Context: an optimization exercise on an open-source flow, tuned for small area, a short achievable clock period and few clock cycles per item. The choices shown serve that exercise and are no tape-out recipe.
At most, simulation tests tie the RTL to the original design; equivalence was not proved.
No functional check of the RTL was part of run 1.

==> flow/design.v, too long to show whole: its modules and the start of the top module <==
// module seven_segment_mux_scanner: 777 lines
module seven_segment_mux_scanner (
  input  logic                         clk_i,
  input  logic                         rst_ni,
  input  logic                         item_valid_i,
  output logic                         item_ready_o,
  input  logic                         item_req_type_i,
  input  logic [ssms_pkg::NumberW-1:0] item_number_i,
  input  logic [ssms_pkg::PointW-1:0]  item_point_index_i,
  output logic                         res_valid_o,
  input  logic                         res_ready_i,
  output logic [ssms_pkg::SegW-1:0]    res_segment_levels_o,
  output logic [ssms_pkg::EnableW-1:0] res_digit_enable_levels_o,
  output logic [ssms_pkg::PosW-1:0]    res_active_position_o,
  input  logic                         psel,
  input  logic                         penable,
  input  logic                         pwrite,
  input  logic [ssms_pkg::AddrW-1:0]   paddr,
  input  logic [ssms_pkg::DataW-1:0]   pwdata,
  output logic [ssms_pkg::DataW-1:0]   prdata,
  output logic                         pready
);
  // ...
==> flow/flow/run.sh <==
#!/bin/bash
# Layout flow: the standard flow (standard.sh) with two changes:
#  - ports are buffered with the cell named in flow/port_buffer.txt (when present)
#    instead of the cell the resizer picks by default; every port still gets a buffer;
#  - when flow/abc_map.script is present, the combinational logic of the standard
#    synthesis is re-mapped with that ABC script (same Yosys script otherwise). The
#    registers (names, count, cell types) are compared with the standard synthesis;
#    if they differ in any way the standard netlist is used unchanged.
# Each tool's output goes to a log file of its own in this folder.
set -uo pipefail
HERE=$(pwd)
RES=$HERE/orfs/results/$FLOW_PLATFORM/seven_segment_mux_scanner/base
EXTRA=()
if [[ -f flow/port_buffer.txt ]]; then
  EXTRA+=("BUFFER_PORTS_ARGS=-buffer_cell $(tr -d ' \n' < flow/port_buffer.txt)")
fi

bash standard.sh "${EXTRA[@]}" synth > $HERE/log_standard_synth.txt 2>&1 || exit 1
cp $RES/1_2_yosys.v $HERE/standard_1_2_yosys.v

# 2. the same synthesis with the ABC script replaced
if [[ -f flow/abc_map.script ]]; then
  MAKELINE=$(grep '^make ' standard.sh)
  {
    echo 'proc abc {args} {'
    echo '  set i [lsearch -exact $args -script]'
    echo "  if {\$i >= 0} { lset args [expr {\$i + 1}] $HERE/flow/abc_map.script }"
    echo '  yosys abc {*}$args'
    echo '}'
    cat synth_recipe.tcl
  } > $HERE/my_synth.tcl
  MYLINE=$(echo "$MAKELINE" | sed -e "s#WORK_HOME=[^ ]*#WORK_HOME=$HERE/orfs_my#" -e "s#SYNTH_SCRIPT=[^ ]*#SYNTH_SCRIPT=$HERE/my_synth.tcl#" -e 's#"\${@:-finish}"#synth#')
  eval "$MYLINE" > $HERE/log_my_synth.txt 2>&1
  MYRES=$HERE/orfs_my/results/$FLOW_PLATFORM/seven_segment_mux_scanner/base
  regs() { grep -E '^\s*sky130_fd_sc_hd__(df|edf|sdf|dl)[a-z0-9_]*\s' "$1" | awk '{print $1, $2}' | sed -E 's/_[0-9]+ / /' | sort; }
  if [[ -f $MYRES/1_2_yosys.v ]] && diff <(regs $HERE/standard_1_2_yosys.v) <(regs $MYRES/1_2_yosys.v) > $HERE/log_reg_diff.txt \
     && [[ $(regs $HERE/standard_1_2_yosys.v | wc -l) -gt 0 ]]; then
    echo "registers match; using the re-mapped netlist" > $HERE/log_choice.txt
    cp $MYRES/1_2_yosys.v $RES/1_2_yosys.v
    rm -f $RES/1_synth.odb $RES/1_synth.sdc
  else
    echo "registers differ; using the standard netlist" > $HERE/log_choice.txt
  fi
fi

# 3. the rest of the standard flow
bash standard.sh "${EXTRA[@]}" finish > $HERE/log_standard_finish.txt 2>&1
==> flow/flow/port_buffer.txt <==
sky130_fd_sc_hd__buf_1
==> flow/standard.sh <==
#!/bin/bash
# synth_recipe.tcl (not shown) runs the flow's synth.tcl, then flattens the netlist and writes it again
# the make line also repeats each setting of config.mk as NAME=value (left out here)
make -C /OpenROAD-flow-scripts/flow DESIGN_CONFIG=/design/flow/config.mk WORK_HOME=/design/flow/orfs CLKGATE_MAP_FILE= SYNTH_SCRIPT=/design/flow/synth_recipe.tcl "${@:-finish}"
==> flow/config.mk <==
export PLATFORM = sky130hd
export DESIGN_NAME = seven_segment_mux_scanner
export DESIGN_NICKNAME = seven_segment_mux_scanner
export VERILOG_FILES = /design/flow/design.v
export SDC_FILE = /design/flow/constraint.sdc
export NUM_CORES = 4
export LEC_CHECK = 0
export ABC_AREA = 1
export CAP_MARGIN = 20
export CORE_MARGIN = 2
export CORE_UTILIZATION = 40
export CTS_BUF_LIST = sky130_fd_sc_hd__clkbuf_16
export CTS_CLUSTER_DIAMETER = 100
export CTS_CLUSTER_SIZE = 20
export PLACE_DENSITY = 0.6
export SETUP_SLACK_MARGIN = 2.0
export SLEW_MARGIN = 20
==> flow/constraint.sdc <==
create_clock -name core_clock -period 4.5 [get_ports {clk_i}]
set_input_delay 0.9000 -clock core_clock [delete_from_list [all_inputs] [get_ports {clk_i}]]
set_output_delay 0.9000 -clock core_clock [all_outputs]
set_load 0.01 [all_outputs]
==> impl_results.md, run 1 <==
- Routability congestion estimate: 0.892
- Post-synth EDFFs: 212
- Syn Area/Cell: 7.00 sq um
- Number of clock buffers in the layout: 19
- Hold_sp: b1_q[11]
- Post-synth top area share: 0.316
- Die area: 52,100 sq um
- Register with the highest flop count: digit_q
- Final Util: 0.436
- Ordered list of cells on the worst path: buf_1 -> nor2_4 -> clkinvlp_4 -> buf_1
- Slew @ Worst Pin: 950 ps
- Pre-CTS setup slack: 1510 ps
- Worst setup path end: item_ready_o
- Status: complete, no violations
- GRT Util Overall: 0.152
- TritonCTS Buffers: 18
- Hold slack: 422 ps
- Cell variety after synth: 59
- Sum of buffers and inverters on the critical path: 3
- RSZ-0062 raised after global routing: no
- Largest regs: digit_q x32, b1_q x25, b2_q x20
- WS Path Type: primary input to primary output
- Hold Vio Cnt, Final: 0
- Critical Path Source: res_ready_i
- PostCTS Resize Cnt: 0
- Hold Buf Count CTS: 0
- Post-synth top flop: edfxtp_1
- Commonest non-fill, non-tap cells in the layout: nand2_1, inv_1, nand3_1
- Multi-input gate area: 10,200 sq um
- FF+latch count, synth: 288
- Highest metal used: met4
- GRT Max-Usage Layer: met2
- Antenna-violating nets left: 0
- CP dominant cell by count: buf_1
- Max Cap Viol: 0
- Instance count on the critical path: 4
- Die width: 228 microns
- Met3 Usage GRT: 0.0153
- Finish-stage setup viols: 0
- Finished Layout Cells: 3,652
==> inputs of run 2 (changes only) <==
--- a/flow/design.v
+++ b/flow/design.v
@@ -29,17 +29,16 @@
   output logic                         pready
 );
   logic [3:0] num_digits_q;
   logic       seg_act_high_q;
   logic       en_act_high_q;
   logic       scan_en_q;
   logic [2:0]      pos_q;
   logic [2:0]      nxt_q;
-  logic [7:0]      nxt_oh_q;
   logic [7:0][3:0] digit_q;
   logic [3:0]      point_q;
   logic [7:0]      held_q;
   logic [7:0]      en_q;
   logic            lit_q;
   logic            res_valid_q;
   logic       adv_w;
   logic       cfg_wr_w;
@@ -72,18 +71,19 @@
       case (cfg_idx_w)
         2'd0: num_digits_q   <= pwdata[3:0];
         2'd1: seg_act_high_q <= pwdata[0];
         2'd2: en_act_high_q  <= pwdata[0];
         default: scan_en_q   <= pwdata[0];
       endcase
     end
   end
+  logic idle_q;
   assign adv_w        = !res_valid_q || res_ready_i;
-  assign item_ready_o = adv_w;
+  assign item_ready_o = res_ready_i || idle_q;
   wire c2_0_0 = (item_number_i[28]);
   wire c2_0_1 = (~item_number_i[30] & ~item_number_i[31] & 1'b0 & ~item_number_i[29]) | (item_number_i[30] & ~item_number_i[31] & ~1'b0 & item_number_i[29]) | (~item_number_i[31] & ~1'b0 & ~1'b0 & item_number_i[29]) | (item_number_i[30] & item_number_i[31] & ~1'b0 & ~item_number_i[29]) | (~item_number_i[30] & item_number_i[31] & 1'b0 & item_number_i[29]) | (1'b0 & ~item_number_i[29]);
   wire c2_0_2 = (item_number_i[30] & ~1'b0 & ~1'b0 & item_number_i[29]) | (item_number_i[30] & ~item_number_i[31] & ~1'b0 & ~item_number_i[29]) | (~item_number_i[30] & 1'b0 & item_number_i[29]) | (~item_number_i[30] & 1'b0 & ~item_number_i[29]) | (~item_number_i[30] & item_number_i[31] & 1'b0);
   wire c2_0_3 = (item_number_i[30] & 1'b0 & item_number_i[29]) | (~item_number_i[30] & item_number_i[31] & ~1'b0 & ~item_number_i[29]) | (item_number_i[30] & item_number_i[31] & 1'b0 & ~item_number_i[29]) | (~item_number_i[30] & ~item_number_i[31] & 1'b0 & item_number_i[29]);
   wire c2_0_4 = (~item_number_i[30] & ~item_number_i[31] & 1'b0) | (item_number_i[31] & ~1'b0 & item_number_i[29]) | (1'b0) | (item_number_i[30] & item_number_i[31] & item_number_i[29]) | (item_number_i[30] & item_number_i[31] & ~1'b0);
   wire c2_0_5 = (item_number_i[30] & 1'b0) | (1'b0) | (item_number_i[31] & 1'b0);
   wire c4_0_0 = (item_number_i[26]);
   wire c4_0_1 = (~c2_0_0 & ~c2_0_1 & c2_0_2 & ~item_number_i[27]) | (c2_0_0 & ~c2_0_1 & ~c2_0_3 & item_number_i[27]) | (~c2_0_1 & ~c2_0_2 & ~c2_0_3 & item_number_i[27]) | (c2_0_0 & c2_0_1 & ~c2_0_2 & ~item_number_i[27]) | (~c2_0_0 & c2_0_1 & c2_0_2 & item_number_i[27]) | (c2_0_3 & ~item_number_i[27]);
@@ -102,17 +102,17 @@
   logic       v1_q, wr1_q;
   logic [3:0] pt1_q;
   logic [24:0] b1_q;
   logic [3:0] g1_0_q;
   logic [3:0] g1_1_q;
   logic [0:0] g1_2_q;
   always_ff @(posedge clk_i or negedge rst_ni) begin
     if (!rst_ni) v1_q <= 1'b0;
-    else if (adv_w) v1_q <= item_valid_i;
+    else if (adv_w) v1_q <= (item_valid_i && item_ready_o);
   end
   always_ff @(posedge clk_i) begin
     if (adv_w) begin
       wr1_q <= item_req_type_i;
       pt1_q <= item_point_index_i;
       b1_q <= {item_number_i[24], item_number_i[23], item_number_i[22], item_number_i[21], item_number_i[20], item_number_i[19], item_number_i[18], item_number_i[17], item_number_i[16], item_number_i[15], item_number_i[14], item_number_i[13], item_number_i[12], item_number_i[11], item_number_i[10], item_number_i[9], item_number_i[8], item_number_i[7], item_number_i[6], item_number_i[5], item_number_i[4], item_number_i[3], item_number_i[2], item_number_i[1], item_number_i[0]};
       g1_0_q <= {c6_0_2, c6_0_1, c6_0_0, item_number_i[25]};
       g1_1_q <= {c6_1_2, c6_1_1, c6_1_0, c6_0_3};
@@ -695,43 +695,32 @@
   always_comb begin
     n_w = num_digits_q;
     if (num_digits_q == 4'd0) n_w = 4'd1;
     else if (num_digits_q > 4'd8) n_w = 4'd8;
   end
   function automatic logic [2:0] next_slot(logic [2:0] p, logic [3:0] n);
     next_slot = (({1'b0, p} + 4'd1) >= n) ? 3'd0 : p + 3'd1;
   endfunction
-  function automatic logic [7:0] next_oh(logic [7:0] p, logic [3:0] n);
-    logic wrap;
-    wrap = 1'b0;
-    for (int i = 0; i < 8; i++) begin
-      if (4'(i) + 4'd1 >= n) wrap = wrap | p[i];
-    end
-    next_oh = wrap ? 8'd1 : {p[6:0], 1'b0};
-  endfunction
   always_comb begin
-    dig_w = '0;
-    for (int i = 0; i < 8; i++) begin
-      if (nxt_oh_q[i]) dig_w = dig_w | digit_q[i];
-    end
+    dig_w = digit_q[nxt_q];
     case (dig_w)
       4'd0:   pat_w = 8'h3F;
       4'd1:   pat_w = 8'h06;
       4'd2:   pat_w = 8'h5B;
       4'd3:   pat_w = 8'h4F;
       4'd4:   pat_w = 8'h66;
       4'd5:   pat_w = 8'h6D;
       4'd6:   pat_w = 8'h7D;
       4'd7:   pat_w = 8'h07;
       4'd8:   pat_w = 8'h7F;
       4'd9:   pat_w = 8'h6F;
       default: pat_w = 8'h00;
     endcase
-    pat_w[7] = !point_q[3] && nxt_oh_q[point_q[2:0]];
+    pat_w[7] = !point_q[3] && (point_q[2:0] == nxt_q);
   end
   always_comb begin
     pos_d   = pos_q;
     digit_d = digit_q;
     point_d = point_q;
     held_d  = held_q;
     lit_d   = lit_q;
     en_d    = en_q;
@@ -754,33 +743,40 @@
       onehot_w = '0;
     end
     if (cfg_wr_w && (cfg_idx_w == 2'd3) && !pwdata[0]) lit_d = 1'b0;
   end
   always_ff @(posedge clk_i or negedge rst_ni) begin
     if (!rst_ni) begin
       pos_q       <= '0;
       nxt_q       <= 3'd1;
-      nxt_oh_q    <= 8'd2;
       point_q     <= 4'hF;
       held_q      <= '0;
       lit_q       <= 1'b0;
       digit_q     <= '0;
       res_valid_q <= 1'b0;
     end else begin
       pos_q   <= pos_d;
       nxt_q   <= tick_w ? next_slot(nxt_q, n_w) : next_slot(pos_q, n_w);
-      nxt_oh_q <= tick_w ? next_oh(nxt_oh_q, n_w) : next_oh(8'd1 << pos_q, n_w);
       point_q <= point_d;
       held_q  <= held_d;
       lit_q   <= lit_d;
       digit_q <= digit_d;
       if (adv_w) res_valid_q <= v5_q;
     end
   end
   always_ff @(posedge clk_i) begin
     en_q <= en_d;
   end
+  always_ff @(posedge clk_i or negedge rst_ni) begin
+    if (!rst_ni) idle_q <= 1'b1;
+    else         idle_q <= !((adv_w ? (item_valid_i && item_ready_o) : v1_q) ||
+                          (adv_w ? v1_q : v2_q) ||
+                          (adv_w ? v2_q : v3_q) ||
+                          (adv_w ? v3_q : v4_q) ||
+                          (adv_w ? v4_q : v5_q) ||
+                          (adv_w ? v5_q : res_valid_q));
+  end
   assign res_valid_o               = res_valid_q;
   assign res_segment_levels_o      = held_q;
   assign res_digit_enable_levels_o = en_q;
   assign res_active_position_o     = pos_q;
 endmodule
--- a/flow/config.mk
+++ b/flow/config.mk
@@ -8,10 +8,10 @@
 export ABC_AREA = 1
 export CAP_MARGIN = 20
 export CORE_MARGIN = 2
 export CORE_UTILIZATION = 40
 export CTS_BUF_LIST = sky130_fd_sc_hd__clkbuf_16
 export CTS_CLUSTER_DIAMETER = 100
 export CTS_CLUSTER_SIZE = 20
 export PLACE_DENSITY = 0.6
-export SETUP_SLACK_MARGIN = 2.0
+export SETUP_SLACK_MARGIN = 2.35
 export SLEW_MARGIN = 20
==> run 2 against run 1 <==
  * Maximum frequency rose by 9.6%
  * Register-to-register slack improved by 70 ps
  * Synthesized area fell by 1.3%
  * Critical endpoint unchanged
  * Clock skew up 8.6 ps
  * Count of clock-buffer cells in the layout unchanged
  * Setup slack gained 210 ps
  * Sequential cell count is 7 lower
==> impl_results.md, run 2 <==
- H-tree depth: 1
- Seq/Total Area, Yosys: 0.407
- TritonCTS Sinks: 281
- Die area: 51,400 sq um (-1.3%)
- Leading area contributor after synthesis: edfxtp_1
- Top cells by count, synth: nand2_1, inv_1, nand3_1, nor2_1, edfxtp_1
- Syn-to-layout area delta: 20.1%
- Synthesized cell area: 19,900 sq um
- Most common cell in the netlist: nand2_1
- Die height: 227 microns
- Final Util: 0.487 (+0.0507)
- Ys async rst share: 0.231
- First-pass GRT wire length: 67,700 microns
- Largest net degree at the start of global routing: 181
- Layout Skew: 21.1 ps
- Starting density of the core: 0.406
- Worst r2r path cells: 12
- Setup TNS Final: 0 ps
- CP dominant cell by count: buf_6
- Finish-stage setup viols: 0 (unchanged)
- Max Cap Viol: 0 (unchanged)
- Critical Path AT: 1340 ps
- Largest regs: digit_q x32, b1_q x25, b2_q x20
- Flop-to-flop setup slack: 2340 ps
- Hold path depth: 0
- Initial DRC count: 903
- Hold Vio Cnt, Final: 0 (unchanged)
- Instance count on the critical path: 3 (-1)
- Finished Layout Cells: 3,741 (+2.4%)
- Tcrit/Tclk final: 0.497
- Routed vias: 18,300
- CTS tree: yes
- Synth warn: 1
- Cell variety after synth: 54 (-8.5%)
- Final net count: 3,159
- Hold Buf Count CTS: 0 (unchanged)
- Number of global-route vias before repair: 16,500
- Ordered list of cells on the worst path: buf_6 -> or2_4 -> buf_6
- Commonest non-fill, non-tap cell in the layout: nand2_1
- Status: complete, no violations
- Post-synth top area share: 0.321 (+0.00419)
- Post-DP HPWL: 28,300 microns
- Filler Cell Count: 4,725
- CP endpoint kind: primary output
- CP Data Required Time: 3600 ps
- Antenna-violating nets left: 0 (unchanged)
- CTS clk-pin slew, worst paths: 80 ps
- Final min period: 2240 ps
- # IOs: 134
- Slew Viols, Final: 0
- Post-synth EDFFs: 212 (unchanged)
- Row cnt: 81
- RSZ-0062 raised after global routing: yes
- Die width: 227 microns (-0.64%)
- Commonest non-fill, non-tap cells in the layout: nand2_1, inv_1, nand3_1
- GRT overflow: 0
- Family with the most delay on the worst path: simple AND/OR/NAND/NOR gates
- Hold crit path type: register to register
- CP Max Fanout: 2
- CP startpoint kind: primary input
- Routability congestion estimate: 0.835 (-6.4%)
- Syn Area/Cell: 6.87 sq um (-1.8%)
- Fmax: 447 MHz
- Synth area leaders: edfxtp_1, nand2_1, nand3_1, dfrtp_1, inv_1
- Register with the highest flop count: digit_q
- Detailed-route DRC error count: 0
- Buffers on Ports: 74
- CTS Buffer Depth: 3
- WS Path Type: primary input to primary output
- First drt pass iteration count: 5
- Critical path's largest stage delay: 220 ps
- GRT Util Overall: 0.149 (-0.00272)
- FF+latch count, synth: 281 (-2.4%)
- TritonCTS Buffers: 19 (+1)
- Number of flip-flops in the largest register: 32
- DRT Wirelength: 41,700 microns
- Mapped Cells: 2,889
- Dpl cells: 3,616
- Crit-path slowest cell: or2_4
- Clock Latency Late Sink: 540 ps
- Routed len/inst: 11.1 microns
- Share of cells above drive strength 1: 0.229
- Slew @ Worst Pin: 982 ps (+32.5 ps)
- Slew headroom: 0.345
- Post-synth top flop: edfxtp_1
- Core Region: 49,000 sq um
- Initial antenna violation count: 0
- CTS Root Cell: clkbuf_16
- Sum of buffers and inverters on the critical path: 2 (-1)
- Antenna fix cells: 0
- Vias per Instance: 4.90
-- run 2: what timing repair did --
action / CTS / global route
gates resized for setup: 25 / 502
endpoints found under the setup margin: 38 / 127
cloned: 0 / 2
pin swaps: 6 / 150
setup buffers: 9 / 81
-- run 2: worst paths after layout --
kind / start / to
min: wr2_q / wr3_q
max in group asynchronous: rst_ni / point_q[1]
min reg2reg: wr2_q / wr3_q
max: res_ready_i / item_ready_o
max reg2reg: nxt_q[0] / held_q[3]
min in group asynchronous: rst_ni / held_q[4]
-- run 2: cell families after synthesis --
kind of cell             share of synthesized area
flip-flops                                   0.407
other                                     0.000378
adder cells (fa/ha/maj)                    0.00882
XOR/XNOR                                   0.00618
AO/OA/AOI/OAI                               0.0992
AND/OR/NAND/NOR                              0.387
buffers and inverters                       0.0910
-- run 2: per-stage QoR --
| stage | instance area [sq um] | hold WS [ps] | setup slack [ps] |
|---|---|---|---|
| after floorplan | 20000 | 400 | 1340 |
| after global placement | 20900 | 401 | 1560 |
| after detailed placement | 20900 | 405 | 1530 |
| after CTS | 21600 | 424 | 2270 |
| after global routing | 23800 | 428 | 2200 |
| final | 23800 | 416 | 2260 |
-- run 2: layout make-up --
cell class                      instances  area (sq um)  area share
Sequential cell                       281          8090       0.339
Clock inverter                         14          83.8     0.00352
Multi-Input combinational cell       2189         11700       0.492
Timing Repair Buffer                  166          1070      0.0450
Clock buffer                           19           475      0.0199
Tap cell                              664           831      0.0349
Inverter                              408          1550      0.0651
-- run 2: per-layer routing --
layer  part of all wire  wire length (microns)  up-vias  GRT usage
met1               0.45                  18700     8447      0.182
li1                   -                      -     9664          -
met4              0.015                    641        0     0.0361
met3              0.025                   1060       47     0.0190
met5                  0                      0        -          0
met2               0.51                  21300      189      0.277
Testbench counts of run 2, summed over its fixed seeds: cycles 9,792, items 9,600.
==> inputs of run 3 (changes only) <==
--- a/flow/config.mk
+++ b/flow/config.mk
@@ -14,4 +14,4 @@
 export CTS_CLUSTER_SIZE = 20
 export PLACE_DENSITY = 0.6
-export SETUP_SLACK_MARGIN = 2.35
+export SETUP_SLACK_MARGIN = 2.15
 export SLEW_MARGIN = 20
==> run 3 against run 2 <==
  * Clock skew is 12 ps lower
  * Non-clock buffer count is 77 lower
  * Sequential cell count stayed put
  * Setup slack worse by 84 ps
  * Via count is 3.2% lower
  * Highest routed layer unchanged
==> impl_results.md, run 3 <==
- Status: complete, no violations
- Critical Path AT: 1420 ps (+80 ps)
- Post-synth top flop: edfxtp_1
- Register area: 8090 sq um (about the same)
- Leading area contributor after synthesis: edfxtp_1
- CTS clk-pin slew, worst paths: 90 ps (about the same)
- H-tree depth: 1 (unchanged)
- Largest regs: digit_q x32, b1_q x25, b2_q x20
- Antenna-violating nets left: 0 (unchanged)
- RSZ-0062 raised after global routing: yes
- # IOs: 134 (unchanged)
- GRT overflow: 0 (unchanged)
- Multi-input gate area: 10,200 sq um (-13%)
- Finished Layout Cells: 3,659 (-2.2%)
- Sum of buffers and inverters on the critical path: 2 (unchanged)
- CP startpoint kind: primary input
- Initial antenna violation count: 0 (unchanged)
- Share of cells above drive strength 1: 0.0905 (-0.139)
- Filler Cell Count: 4,894 (+3.6%)
- Detailed-route DRC error count: 0 (unchanged)
- TritonCTS Sinks: 281 (unchanged)
- First drt pass iteration count: 7 (+2)
- Top cells by count, synth: nand2_1, inv_1, nand3_1, nor2_1, edfxtp_1
- GRT met1 Usage: 0.177 (-0.00449)
- Dpl cells: 3,616 (unchanged)
- Finish-stage setup viols: 0 (unchanged)
- Vias per Instance: 4.86 (-1.0%)
- Core Region: 49,000 sq um (unchanged)
- GRT Util Overall: 0.147 (-0.00220)
- Largest net degree at the start of global routing: 168 (-7.2%)
- DRT Wirelength: 38,100 microns (-8.7%)
- Fmax: 431 MHz (-3.6%)
- Routability congestion estimate: 0.836 (about the same)
- Synth area leaders: edfxtp_1, nand2_1, nand3_1, dfrtp_1, inv_1
- Cell variety after synth: 54 (unchanged)
- Post-DP HPWL: 28,200 microns (-0.27%)
- Hold crit path type: register to register
- Die height: 227 microns (unchanged)
- Final min period: 2320 ps (+83.8 ps)
- CTS tree: yes
- Slew headroom: 0.362 (+0.0168)
- Row cnt: 81 (unchanged)
- Seq/Total Area, Yosys: 0.407 (unchanged)
- Most common cell in the netlist: nand2_1
- CTS Root Cell: clkbuf_16
- GRT Max-Usage Layer: met2
- Syn Area/Cell: 6.87 sq um (unchanged)
- Family with the most delay on the worst path: simple AND/OR/NAND/NOR gates
- Die area: 51,400 sq um (unchanged)
- Layout Skew: 9.54 ps (-11.5 ps)
- First-pass GRT wire length: 66,500 microns (-1.7%)
- FF+latch count, synth: 281 (unchanged)
- Hold_sp: b4_q[1]
- CTS Buffer Depth: 3 (unchanged)
- Mapped Cells: 2,889 (unchanged)
- Commonest non-fill, non-tap cell in the layout: nand2_1
- Clock Latency Late Sink: 520 ps (-20 ps)
- TritonCTS Buffers: 18 (-1)
- Syn-to-layout area delta: 8.80%
- WS Path Type: primary input to primary output
- Crit-path slowest cell: or2_2
- Post-synth top area share: 0.321 (unchanged)
- Ys async rst share: 0.231 (unchanged)
- Starting density of the core: 0.406 (unchanged)
- Tcrit/Tclk final: 0.516 (+0.0186)
- Hold Vio Cnt, Final: 0 (unchanged)
- Hold slack: 420 ps (+4.03 ps)
- CP dominant cell by count: buf_1
- Critical Path Source: res_ready_i
- Synthesized cell area: 19,900 sq um (unchanged)
- CP Max Fanout: 2 (unchanged)
- Max Cap Viol: 0 (unchanged)
- Post-synth EDFFs: 212 (unchanged)
- Flop-to-flop setup slack: 2310 ps (-30 ps)
- Routed vias: 17,800 (-3.2%)
- Slew Viols, Final: 0 (unchanged)
- Met3 Usage GRT: 0.0170 (-0.00207)
- Number of flip-flops in the largest register: 32 (unchanged)
- Number of global-route vias before repair: 16,300 (-0.84%)
- Commonest non-fill, non-tap cells in the layout: nand2_1, inv_1, nand3_1
- Ordered list of cells on the worst path: buf_1 -> or2_2 -> buf_1
- Reg2reg start: g4_1_q[0]
- Setup TNS Final: 0 ps (unchanged)
- Antenna fix cells: 0 (unchanged)
- Slew @ Worst Pin: 957 ps (-25.2 ps)
- Final net count: 3,080 (-2.5%)
- CP endpoint kind: primary output
- Critical path's largest stage delay: 300 ps (+80 ps)
- Buffers on Ports: 74 (unchanged)
- Die width: 227 microns (unchanged)
- Initial DRC count: 997 (+10%)
- Routed len/inst: 10.4 microns (-6.7%)
- Met2 Use GR: 0.278 (+0.000296)
- Synth warn: 1 (unchanged)
- CP Data Required Time: 3600 ps (about the same)
- Register with the highest flop count: digit_q
==> run 3: layout make-up <==
class,instances,area share
clock inverter,9,0.00307
tap,664,0.0385
multi-input combinational,2188,0.471
inverter,408,0.0714
sequential,281,0.374
clock buffer,20,0.0232
timing repair buffer,89,0.0187
==> run 3: metrics by stage <==
step	setup slack [ps]	utilization	instance area, sq um
3_5_place_dp	1470	0.426	20900
6_report	2180	0.441	21600
4_1_cts	2180	0.439	21500
3_3_place_gp	1510	0.426	20900
2_1_floorplan	1340	-	20000
5_1_grt	2100	0.441	21600
==> run 3: routing by layer <==
metal	routed length [microns]	part of all wire
met5	0	0
met4	678	0.018
met3	817	0.021
met2	18800	0.49
met1	17800	0.47
==> run 3: worst paths after layout <==
path	cells past startpoint	endpoint
setup / recovery	3	item_ready_o
hold / removal	0	b5_q[1]
setup reg to reg	10	g5_4_q[0]
hold reg to reg	0	b5_q[1]
max in group asynchronous	2	point_q[0]
min in group asynchronous	1	held_q[6]
==> run 3: logic make-up (layout without fill, tap and decap cells) <==
family	Yosys count	count (layout)	synth area share
compound gates	343	343	0.0992
xor+xnor	14	14	0.00618
fa+ha+maj	14	14	0.00882
buf+inv	448	526	0.0910
flops	281	281	0.407
other cells	2	29	0.000378
simple gates	1787	1788	0.387
==> run 3: what timing repair did <==
| action | 4_1_cts | 5_1_grt |
|---|---|---|
| pin swaps | 2 | 2 |
| gates cloned | 0 | 1 |
| hold buffers | 0 | 0 |
| setup endpoints to repair | 14 | 36 |
| resized for setup | 3 | 29 |
| buffers inserted | 4 | 9 |
==> run 3: worst reg2reg max path: stages, from the launching register on <==
cell,delay [ps]
edfxtp_1,440
nor2_1,240
o21ai_2,150
o21ai_1,300
o21ai_1,180
nand2_1,90
nand2_1,60
a21oi_2,240
inv_2,70
o21ai_1,130
nand2_1,70
==> inputs of run 4 (changes only) <==
--- a/flow/config.mk
+++ b/flow/config.mk
@@ -14,4 +14,4 @@
 export CTS_CLUSTER_SIZE = 20
 export PLACE_DENSITY = 0.6
-export SETUP_SLACK_MARGIN = 2.15
+export SETUP_SLACK_MARGIN = 2.25
 export SLEW_MARGIN = 20
==> run 4 against run 3 <==
  * Still clean on timing, DRC and antenna
  * Count of clock-buffer cells in the layout unchanged
  * Register-to-register slack better by 40 ps
  * Sequential share of layout area down 0.93 points
  * Non-clock buffer count up 25
  * Sequential cell count unchanged
  * Hold slack worse by 3.0 ps
  * Clock skew up 2.2 ps
  * Maximum frequency up 2.5%
  * Die area unchanged
  * Synthesized area unchanged
  * First-iteration DRC count up 2.6%
  * Critical path type unchanged
  * Critical endpoint unchanged
  * Largest cell class unchanged
==> impl_results.md, run 4 <==
- Status: complete, no violations
- Slew Viols, Final: 0 (unchanged)
- Die width: 227 microns (unchanged)
- Slew headroom: 0.361 (-0.000856)
- Ys async rst share: 0.231 (unchanged)
- Post-DP HPWL: 28,200 microns (unchanged)
- Flop-to-flop setup slack: 2350 ps (+40 ps)
- TritonCTS Buffers: 18 (unchanged)
- Largest net degree at the start of global routing: 168 (unchanged)
- GRT overflow: 0 (unchanged)
- CP Data Required Time: 3600 ps (about the same)
- Fmax: 442 MHz (+2.5%)
- WS Path Type: primary input to primary output
- Top cells by count, synth: nand2_1, inv_1, nand3_1, nor2_1, edfxtp_1
- First drt pass iteration count: 7 (unchanged)
- Seq/Total Area, Yosys: 0.407 (unchanged)
- Tcrit/Tclk final: 0.503 (-0.0126)
- Register with the highest flop count: digit_q
- Share of cells above drive strength 1: 0.121 (+0.0303)
- Detailed-route DRC error count: 0 (unchanged)
- Slew @ Worst Pin: 958 ps (+1.28 ps)
- CTS clk-pin slew, worst paths: 90 ps (about the same)
- Synth warn: 1 (unchanged)
- Hold_sp: b4_q[1]
- Synthesized cell area: 19,900 sq um (unchanged)
- Initial DRC count: 1,023 (+2.6%)
- CTS Buffer Depth: 3 (unchanged)
- Final setup margin: 2240 ps (+56.7 ps)
- Mapped Cells: 2,889 (unchanged)
- Max Cap Viol: 0 (unchanged)
- Routed len/inst: 10.6 microns (+1.5%)
- CP Max Fanout: 2 (unchanged)
- Syn Area/Cell: 6.87 sq um (unchanged)
- Leading area contributor after synthesis: edfxtp_1
- H-tree depth: 1 (unchanged)
- Hold slack: 417 ps (-3.02 ps)
- Row cnt: 81 (unchanged)
- FF+latch count, synth: 281 (unchanged)
- Number of global-route vias before repair: 16,400 (+0.23%)
- Hold crit path type: register to register
- Syn-to-layout area delta: 11.6%
- Reg2reg start: g4_1_q[0]
- Largest regs: digit_q x32, b1_q x25, b2_q x20
- Post-synth EDFFs: 212 (unchanged)
- DRT Wirelength: 38,900 microns (+2.2%)
- Starting density of the core: 0.406 (unchanged)
- Number of flip-flops in the largest register: 32 (unchanged)
- Layout Skew: 11.7 ps (+2.19 ps)
- RSZ-0062 raised after global routing: yes
- Post-synth top area share: 0.321 (unchanged)
- Worst r2r path cells: 10 (unchanged)
- WHS Endpoint: b5_q[1]
- Post-synth top flop: edfxtp_1
- # IOs: 134 (unchanged)
- CP startpoint kind: primary input
- Hold Vio Cnt, Final: 0 (unchanged)
- Hold path depth: 0 (unchanged)
- CP endpoint kind: primary output
- CTS tree: yes
- Antenna fix cells: 0 (unchanged)
- Core Region: 49,000 sq um (unchanged)
- First-pass GRT wire length: 66,800 microns (+0.53%)
- TritonCTS Sinks: 281 (unchanged)
- Setup TNS Final: 0 ps (unchanged)
- CTS Root Cell: clkbuf_16
- Die height: 227 microns (unchanged)
- Final net count: 3,106 (+0.84%)
- Critical Path AT: 1360 ps (-60 ps)
- R2r endpoint: g5_4_q[0]
- Routed vias: 17,900 (+0.93%)
- Buffers on Ports: 74 (unchanged)
- GRT Util Overall: 0.148 (+0.000951)
- Most common cell in the netlist: nand2_1
- Die area: 51,400 sq um (unchanged)
- Antenna-violating nets left: 0 (unchanged)
- Initial antenna violation count: 0 (unchanged)
- Commonest non-fill, non-tap cells in the layout: nand2_1, inv_1, nand3_1
- Final min period: 2260 ps (-56.7 ps)
- Pre-CTS setup slack: 1470 ps (unchanged)
- Vias per Instance: 4.87 (+0.22%)
- Cell variety after synth: 54 (unchanged)
- Clock Latency Late Sink: 520 ps (about the same)
- Synth area leaders: edfxtp_1, nand2_1, nand3_1, dfrtp_1, inv_1
- Hold Buf Count CTS: 0 (unchanged)
- Finish-stage setup viols: 0 (unchanged)
- Routability congestion estimate: 0.836 (unchanged)
- Commonest non-fill, non-tap cell in the layout: nand2_1
[run 4: cell count changes in the layout (fill, tap and decap cells not counted), sizes merged]
cell / previous run / this run
buf: 88 / 113
nand2: 1110 / 1111
[run 4: worst max-delay path by stage]
| stage | startpoint | endpoint | slack [ps] | depth (start not counted) |
|---|---|---|---|---|
| 3_3_place_gp | res_ready_i | digit_q[5] | 1510 | 14 |
| 3_5_place_dp | res_ready_i | digit_q[5] | 1470 | 14 |
| 6_report | res_ready_i | item_ready_o | 2240 | 3 |
| 2_1_floorplan | res_ready_i | digit_q[10] | 1340 | 12 |
| 4_1_cts | nxt_q[0] | held_q[6] | 2250 | 12 |
| 5_1_grt | g3_0_q[1] | g4_2_q[0] | 2200 | 12 |
[run 4: stage by stage]
stage          area (sq um)   util  instances
2_1_floorplan         20000      -       2916
5_1_grt               22200  0.453       3685
3_3_place_gp          20900  0.426       3616
6_report              22200  0.453       3685
4_1_cts               21500  0.439       3651
3_5_place_dp          20900  0.426       3616
[run 4: logic make-up (layout without fill, tap and decap cells)]
family / Yosys count / count (layout) / synth area share
AOI/OAI and AO/OA: 343 / 343 / 0.0992
xor gates and xnor gates: 14 / 14 / 0.00618
adders and majority gates: 14 / 14 / 0.00882
buffers and inverters: 448 / 551 / 0.0910
DFF: 281 / 281 / 0.407
other: 2 / 29 / 0.000378
and+or+nand+nor: 1787 / 1789 / 0.387
[run 4: timing repair]
action | in CTS | in global routing
setup endpoints to repair | 29 | 89
gates cloned | 1 | 1
buffers inserted | 5 | 33
pin swaps | 4 | 26
resized for setup | 8 | 137
[run 4: area by class of cell]
class / instances / area [sq um]
multi-input combinational: 2189 / 10500
tap: 664 / 831
timing repair buffer: 114 / 631
sequential: 281 / 8090
inverter: 408 / 1550
clock inverter: 9 / 66.3
clock buffer: 20 / 500
fill: 4848 / 26800
[run 4: metal layers]
layer	share of wire	vias to the layer above	global-route usage
li1	-	9534	-
met1	0.46	8123	0.179
met2	0.50	228	0.279
met3	0.025	47	0.0170
met4	0.018	0	0.0337
met5	0	-	0
[run 4: worst max-delay path, cell delays in order]
cell   delay (ps)
buf_8         100
or2_4         240
buf_6         120
==> inputs of run 5 (changes only) <==
--- a/flow/config.mk
+++ b/flow/config.mk
@@ -14,4 +14,4 @@
 export CTS_CLUSTER_SIZE = 20
 export PLACE_DENSITY = 0.6
-export SETUP_SLACK_MARGIN = 2.25
+export SETUP_SLACK_MARGIN = 2.2
 export SLEW_MARGIN = 20
==> run 5 against run 4 <==
  * Final cell count decreased by 0.52%
  * Critical path depth unchanged
  * Synthesized area unchanged
  * Still clean on timing, DRC and antenna
  * Synthesized cell count unchanged
  * Sequential cell count unchanged
  * Critical endpoint unchanged
  * Non-clock buffer count decreased by 19
  * Final area decreased by 1.5%
  * Highest routed layer unchanged
  * Register-to-register slack about the same
  * Global-route usage decreased by 0.087 points
==> impl_results.md, run 5 <==
- Critical Path AT: 1400 ps (+40 ps)
- FF+latch count, synth: 281 (unchanged)
- Die area: 51,400 sq um (unchanged)
- Hold crit path type: register to register
- CTS tree: yes
- Worst r2r path cells: 11 (+1)
- Reg2reg start: nxt_q[0]
- Slew @ Worst Pin: 950 ps (-8.58 ps)
- Commonest non-fill, non-tap cells in the layout: nand2_1, inv_1, nand3_1
- Flop-to-flop setup slack: 2350 ps (about the same)
- Antenna fix cells: 0 (unchanged)
- Cell variety after synth: 54 (unchanged)
- Number of flip-flops in the largest register: 32 (unchanged)
- CP startpoint kind: primary input
- Largest regs: digit_q x32, b1_q x25, b2_q x20
- Most common cell in the netlist: nand2_1
- Share of cells above drive strength 1: 0.102 (-0.0192)
- Leading area contributor after synthesis: edfxtp_1
- Setup TNS Final: 0 ps (unchanged)
- Slew headroom: 0.367 (+0.00572)
- WS Path Type: primary input to primary output
- TritonCTS Sinks: 281 (unchanged)
- Finish-stage setup viols: 0 (unchanged)
- R2r endpoint: held_q[1]
- Layout Skew: 9.76 ps (-1.97 ps)
- Largest net degree at the start of global routing: 168 (unchanged)
- Synth area leaders: edfxtp_1, nand2_1, nand3_1, dfrtp_1, inv_1
- WHS Endpoint: b5_q[1]
- Hold Vio Cnt, Final: 0 (unchanged)
- Hold_sp: b4_q[1]
- TritonCTS Buffers: 18 (unchanged)
- Commonest non-fill, non-tap cell in the layout: nand2_1
- Tcrit/Tclk final: 0.510 (+0.00722)
- Final net count: 3,087 (-0.61%)
- # IOs: 134 (unchanged)
- Initial antenna violation count: 0 (unchanged)
- Syn Area/Cell: 6.87 sq um (unchanged)
- GRT Util Overall: 0.147 (-0.000867)
- CTS Buffer Depth: 3 (unchanged)
- RSZ-0062 raised after global routing: yes
- Core Region: 49,000 sq um (unchanged)
- Register with the highest flop count: digit_q
- Mapped Cells: 2,889 (unchanged)
- Initial DRC count: 1,031 (+0.78%)
- Starting density of the core: 0.406 (unchanged)
- Synthesized cell area: 19,900 sq um (unchanged)
- Routability congestion estimate: 0.836 (unchanged)
- First drt pass iteration count: 7 (unchanged)
- CP endpoint kind: primary output
- CP Data Required Time: 3600 ps (about the same)
- Hold Buf Count CTS: 0 (unchanged)
- Die height: 227 microns (unchanged)
- Detailed-route DRC error count: 0 (unchanged)
- Post-synth top flop: edfxtp_1
- Slew Viols, Final: 0 (unchanged)
- Filler Cell Count: 4,875 (+0.56%)
- Post-synth EDFFs: 212 (unchanged)
- Multi-input gate area: 10,300 sq um (-1.6%)
- Number of global-route vias before repair: 16,400 (-0.18%)
- Hold path depth: 0 (unchanged)
- Vias per Instance: 4.86 (-0.21%)
- Buffers on Ports: 74 (unchanged)
- Routed vias: 17,800 (-0.72%)
- CP Max Fanout: 2 (unchanged)
- Register area: 8090 sq um (about the same)
- Die width: 227 microns (unchanged)
- CTS Root Cell: clkbuf_16
- Ys async rst share: 0.231 (unchanged)
- Post-DP HPWL: 28,200 microns (unchanged)
- Row cnt: 81 (unchanged)
- DRT Wirelength: 38,300 microns (-1.5%)
- Synth warn: 1 (unchanged)
- Final min period: 2300 ps (+32.5 ps)
- Post-synth top area share: 0.321 (unchanged)
- Final Util: 0.446 (-0.00693)
- Routed len/inst: 10.4 microns (-0.98%)
- Fmax: 436 MHz (-1.4%)
- Clock Latency Late Sink: 520 ps (about the same)
- Seq/Total Area, Yosys: 0.407 (unchanged)
- CTS clk-pin slew, worst paths: 90 ps (about the same)
- Antenna-violating nets left: 0 (unchanged)
- First-pass GRT wire length: 66,500 microns (-0.48%)
- Syn-to-layout area delta: 9.91%
- H-tree depth: 1 (unchanged)
- Top cells by count, synth: nand2_1, inv_1, nand3_1, nor2_1, edfxtp_1
- Status: complete, no violations
- Max Cap Viol: 0 (unchanged)
- GRT overflow: 0 (unchanged)
-- run 5: cell counts after synthesis --
No cell type changed its count.
-- run 5: what timing repair did --
| action | CTS | global route |
|---|---|---|
| pin swaps | 2 | 8 |
| setup buffers | 4 | 15 |
| cloned | 0 | 2 |
| endpoints found under the hold margin | 0 | 0 |
| resized for setup | 7 | 73 |
| setup endpoints to repair | 23 | 65 |
-- run 5: cell families after synthesis --
group / share of synthesized area
AND/OR/NAND/NOR: 0.387
XOR/XNOR: 0.00618
adder cells (fa/ha/maj): 0.00882
other: 0.000378
flip-flops: 0.407
AO/OA/AOI/OAI: 0.0992
buffers and inverters: 0.0910
-- run 5: cell type report --
| cell class | count | share of cell area |
|---|---|---|
| Tap cell | 664 | 0.0381 |
| Timing Repair Buffer | 95 | 0.0211 |
| Inverter | 408 | 0.0708 |
| Clock inverter | 9 | 0.00304 |
| Multi-Input combinational cell | 2189 | 0.473 |
| Clock buffer | 20 | 0.0229 |
| Sequential cell | 281 | 0.371 |
-- run 5: routing by layer --
layer	share of wire	routed length, microns	GRT usage
met5	0	0	0
met4	0.018	679	0.0337
met3	0.024	906	0.0170
met2	0.49	18900	0.278
met1	0.46	17800	0.177
-- run 5: stage by stage --
stage / cells / worst slack (ps) / instance area [sq um] / hold WS, ps
2_1_floorplan: 2916 / 1340 / 20000 / 400
3_3_place_gp: 3616 / 1510 / 20900 / 400
3_5_place_dp: 3616 / 1470 / 20900 / 405
4_1_cts: 3649 / 2200 / 21500 / 417
5_1_grt: 3666 / 2170 / 21800 / 420
6_report: 3666 / 2200 / 21800 / 415
-- run 5: how the worst max path moves through the flow --
stage / start / end / slack, ps / cells past startpoint
6_report: res_ready_i / item_ready_o / 2200 / 3
2_1_floorplan: res_ready_i / digit_q[10] / 1340 / 12
5_1_grt: g3_2_q[0] / g4_6_q[0] / 2170 / 16
4_1_cts: res_ready_i / digit_q[10] / 2200 / 13
3_3_place_gp: res_ready_i / digit_q[5] / 1510 / 14
3_5_place_dp: res_ready_i / digit_q[5] / 1470 / 14
-- run 5: critical path, cell delays in order --
cell	delay, ps
buf_1	110
or2_4	260
buf_6	120
==> inputs of run 6 (changes only) <==
--- a/flow/config.mk
+++ b/flow/config.mk
@@ -11,6 +11,6 @@
 export CORE_UTILIZATION = 40
 export CTS_BUF_LIST = sky130_fd_sc_hd__clkbuf_16
-export CTS_CLUSTER_DIAMETER = 100
-export CTS_CLUSTER_SIZE = 20
+export CTS_CLUSTER_DIAMETER = 120
+export CTS_CLUSTER_SIZE = 25
 export PLACE_DENSITY = 0.6
 export SETUP_SLACK_MARGIN = 2.2
==> run 6 against run 5 <==
  * Via count is 0.15% lower
  * Die area is the same
==> impl_results.md, run 6 <==
- Post-DP HPWL: 28,200 microns (unchanged)
- CTS clk-pin slew, worst paths: 90 ps (about the same)
- Routed len/inst: 10.4 microns (-0.19%)
- Antenna fix cells: 0 (unchanged)
- Slew headroom: 0.366 (about the same)
- CP endpoint kind: primary output
- CP Data Required Time: 3600 ps (about the same)
- # IOs: 134 (unchanged)
- Top cells by count, synth: nand2_1, inv_1, nand3_1, nor2_1, edfxtp_1
- Final min period: 2300 ps (+0.230 ps)
- Post-synth top flop: edfxtp_1
- Die area: 51,400 sq um (unchanged)
- Commonest non-fill, non-tap cells in the layout: nand2_1, inv_1, nand3_1
- Hold Buf Count CTS: 0 (unchanged)
- First-pass GRT wire length: 66,200 microns (-0.43%)
- Core Region: 49,000 sq um (unchanged)
- Hold Vio Cnt, Final: 0 (unchanged)
- Hold crit path type: register to register
- Most common cell in the netlist: nand2_1
- GRT Util Overall: 0.146 (-0.000852)
- Ys async rst share: 0.231 (unchanged)
- Routed vias: 17,800 (-0.15%)
- Clock Latency Late Sink: 520 ps (about the same)
- Number of global-route vias before repair: 16,300 (-0.42%)
- Seq/Total Area, Yosys: 0.407 (unchanged)
- Commonest non-fill, non-tap cell in the layout: nand2_1
- Initial DRC count: 1,002 (-2.8%)
- FF+latch count, synth: 281 (unchanged)
- Tcrit/Tclk final: 0.510 (about the same)
- Hold slack: 420 ps (+5.00 ps)
- Routability congestion estimate: 0.836 (unchanged)
- DRT Wirelength: 38,200 microns (-0.35%)
- Synth warn: 1 (unchanged)
- Cell variety after synth: 54 (unchanged)
- Fmax: 436 MHz (about the same)
- Post-synth top area share: 0.321 (unchanged)
- TritonCTS Sinks: 281 (unchanged)
- WS Path Type: primary input to primary output
- Layout Skew: 35.4 ps (+25.6 ps)
- Vias per Instance: 4.86 (about the same)
- Buffers on Ports: 74 (unchanged)
- Die height: 227 microns (unchanged)
- CTS Buffer Depth: 3 (unchanged)
- Synth area leaders: edfxtp_1, nand2_1, nand3_1, dfrtp_1, inv_1
- Synthesized cell area: 19,900 sq um (unchanged)
- Antenna-violating nets left: 0 (unchanged)
- Post-synth EDFFs: 212 (unchanged)
- H-tree depth: 1 (unchanged)
- Share of cells above drive strength 1: 0.0985 (-0.00313)
- Final Util: 0.443 (-0.00309)
- Largest regs: digit_q x32, b1_q x25, b2_q x20
- Largest net degree at the start of global routing: 168 (unchanged)
- CP startpoint kind: primary input
- Setup TNS Final: 0 ps (unchanged)
- Number of flip-flops in the largest register: 32 (unchanged)
- CP Max Fanout: 2 (unchanged)
- CTS tree: yes
- Finish-stage setup viols: 0 (unchanged)
- Initial antenna violation count: 0 (unchanged)
- Max Cap Viol: 0 (unchanged)
- CTS Root Cell: clkbuf_16
- Final net count: 3,086 (-0.032%)
- Status: complete, no violations
- Slew @ Worst Pin: 950 ps (+0.417 ps)
- GRT overflow: 0 (unchanged)
- First drt pass iteration count: 5 (-2)
- TritonCTS Buffers: 15 (-3)
- Mapped Cells: 2,889 (unchanged)
- Row cnt: 81 (unchanged)
- Syn Area/Cell: 6.87 sq um (unchanged)
- Leading area contributor after synthesis: edfxtp_1
- Detailed-route DRC error count: 0 (unchanged)
- RSZ-0062 raised after global routing: yes
- Critical Path AT: 1400 ps (about the same)
- Register with the highest flop count: digit_q
- Syn-to-layout area delta: 9.14%
- Die width: 227 microns (unchanged)
- Slew Viols, Final: 0 (unchanged)
- Starting density of the core: 0.406 (unchanged)
-- run 6: cell counts after synthesis --
No cell type changed its count.
-- run 6: path summary, 6_finish.rpt --
| check | start | endpoint | slack (ps) | depth (start not counted) |
|---|---|---|---|---|
| setup reg to reg | nxt_q[0] | held_q[1] | 2370 | 12 |
| hold / removal | b3_q[0] | b4_q[0] | 420 | 0 |
| max in group asynchronous | rst_ni | point_q[0] | 3060 | 2 |
| setup / recovery | res_ready_i | item_ready_o | 2200 | 3 |
| hold reg to reg | b3_q[0] | b4_q[0] | 420 | 0 |
| min in group asynchronous | rst_ni | held_q[5] | 450 | 1 |
-- run 6: per-layer routing --
metal | wire length [microns] | GRT usage
met5 | 0 | 0
met4 | 534 | 0.0276
met3 | 950 | 0.0168
met2 | 18900 | 0.277
met1 | 17800 | 0.177
-- run 6: timing repair --
item	4_1_cts	5_1_grt
cloned	0	2
setup buffers	6	15
pin swaps	2	8
resized for setup	6	66
setup endpoints to repair	24	68
-- run 6: kinds of logic (layout without fill, tap and decap cells) --
group | Yosys count | count (layout) | share of synthesized area
AOI/OAI and AO/OA | 343 | 343 | 0.0992
xor gates and xnor gates | 14 | 14 | 0.00618
adders and majority gates | 14 | 14 | 0.00882
buffers and inverters | 448 | 526 | 0.0910
DFF | 281 | 281 | 0.407
other | 2 | 29 | 0.000378
and+or+nand+nor | 1787 | 1789 | 0.387
-- run 6: layout make-up --
type | count | area [sq um]
Inverter | 408 | 1540
Sequential cell | 281 | 8090
Timing Repair Buffer | 97 | 488
Clock inverter | 5 | 31.3
Multi-Input combinational cell | 2189 | 10300
Fill cell | 4881 | 27300
Clock buffer | 16 | 400
Tap cell | 664 | 831
-- run 6: worst max-delay path, stage by stage --
cell and delay (ps):
buf_1 110, or2_4 260, buf_6 120
-- run 6: through the flow --
| stage | setup slack (ps) | instances | instance area, sq um |
|---|---|---|---|
| global placement | 1510 | 3616 | 20900 |
| finish | 2200 | 3660 | 21700 |
| floorplan | 1340 | 2916 | 20000 |
| CTS | 2210 | 3643 | 21400 |
| global route | 2170 | 3660 | 21700 |
| detailed placement | 1470 | 3616 | 20900 |

## separate check: timing with driven ports
How much do the figures lean on ideal ports? The routed layouts below were timed once more, with nothing changed but the port constraints. Step 1 assumes that a clkbuf_16 drives the clock port and a buf_2 every other input. Step 2, shift: input delay + t, output delay - t, t = (earliest + latest rising clock arrival at the registers) / 2. This alone moves slack from input paths to output paths. Three values: no drivers, after step 1, after step 2; two values: the first two.
| run | t (ns) | setup WS [ns] | hold slack, ns | latest minus earliest clock arrival (ns) | cell pins on the clock port's net |
|---|---|---|---|---|---|
| run 1 | 0.578 | 2.050 / 2.027 / 1.828 | 0.422 / 0.422 / 0.422 | 0.014 / 0.014 | 1 |
| run 2 | 0.583 | 2.264 / 2.228 / 1.838 | 0.416 / 0.401 / 0.416 | 0.022 / 0.023 | 1 |
| run 3 | 0.570 | 2.180 / 2.157 / 1.758 | 0.420 / 0.420 / 0.420 | 0.011 / 0.010 | 1 |
| run 4 | 0.571 | 2.237 / 2.189 / 1.901 | 0.417 / 0.417 / 0.417 | 0.013 / 0.013 | 1 |
| run 5 | 0.569 | 2.204 / 2.172 / 1.815 | 0.415 / 0.415 / 0.415 | 0.011 / 0.011 | 1 |
| run 6 | 0.552 | 2.204 / 2.172 / 1.838 | 0.420 / 0.420 / 0.420 | 0.037 / 0.037 | 1 |
After both steps every run listed still meets setup and hold. The setup slack of run 2, which loses most, moves by -0.036 ns with the drivers and by -0.426 ns with both steps.
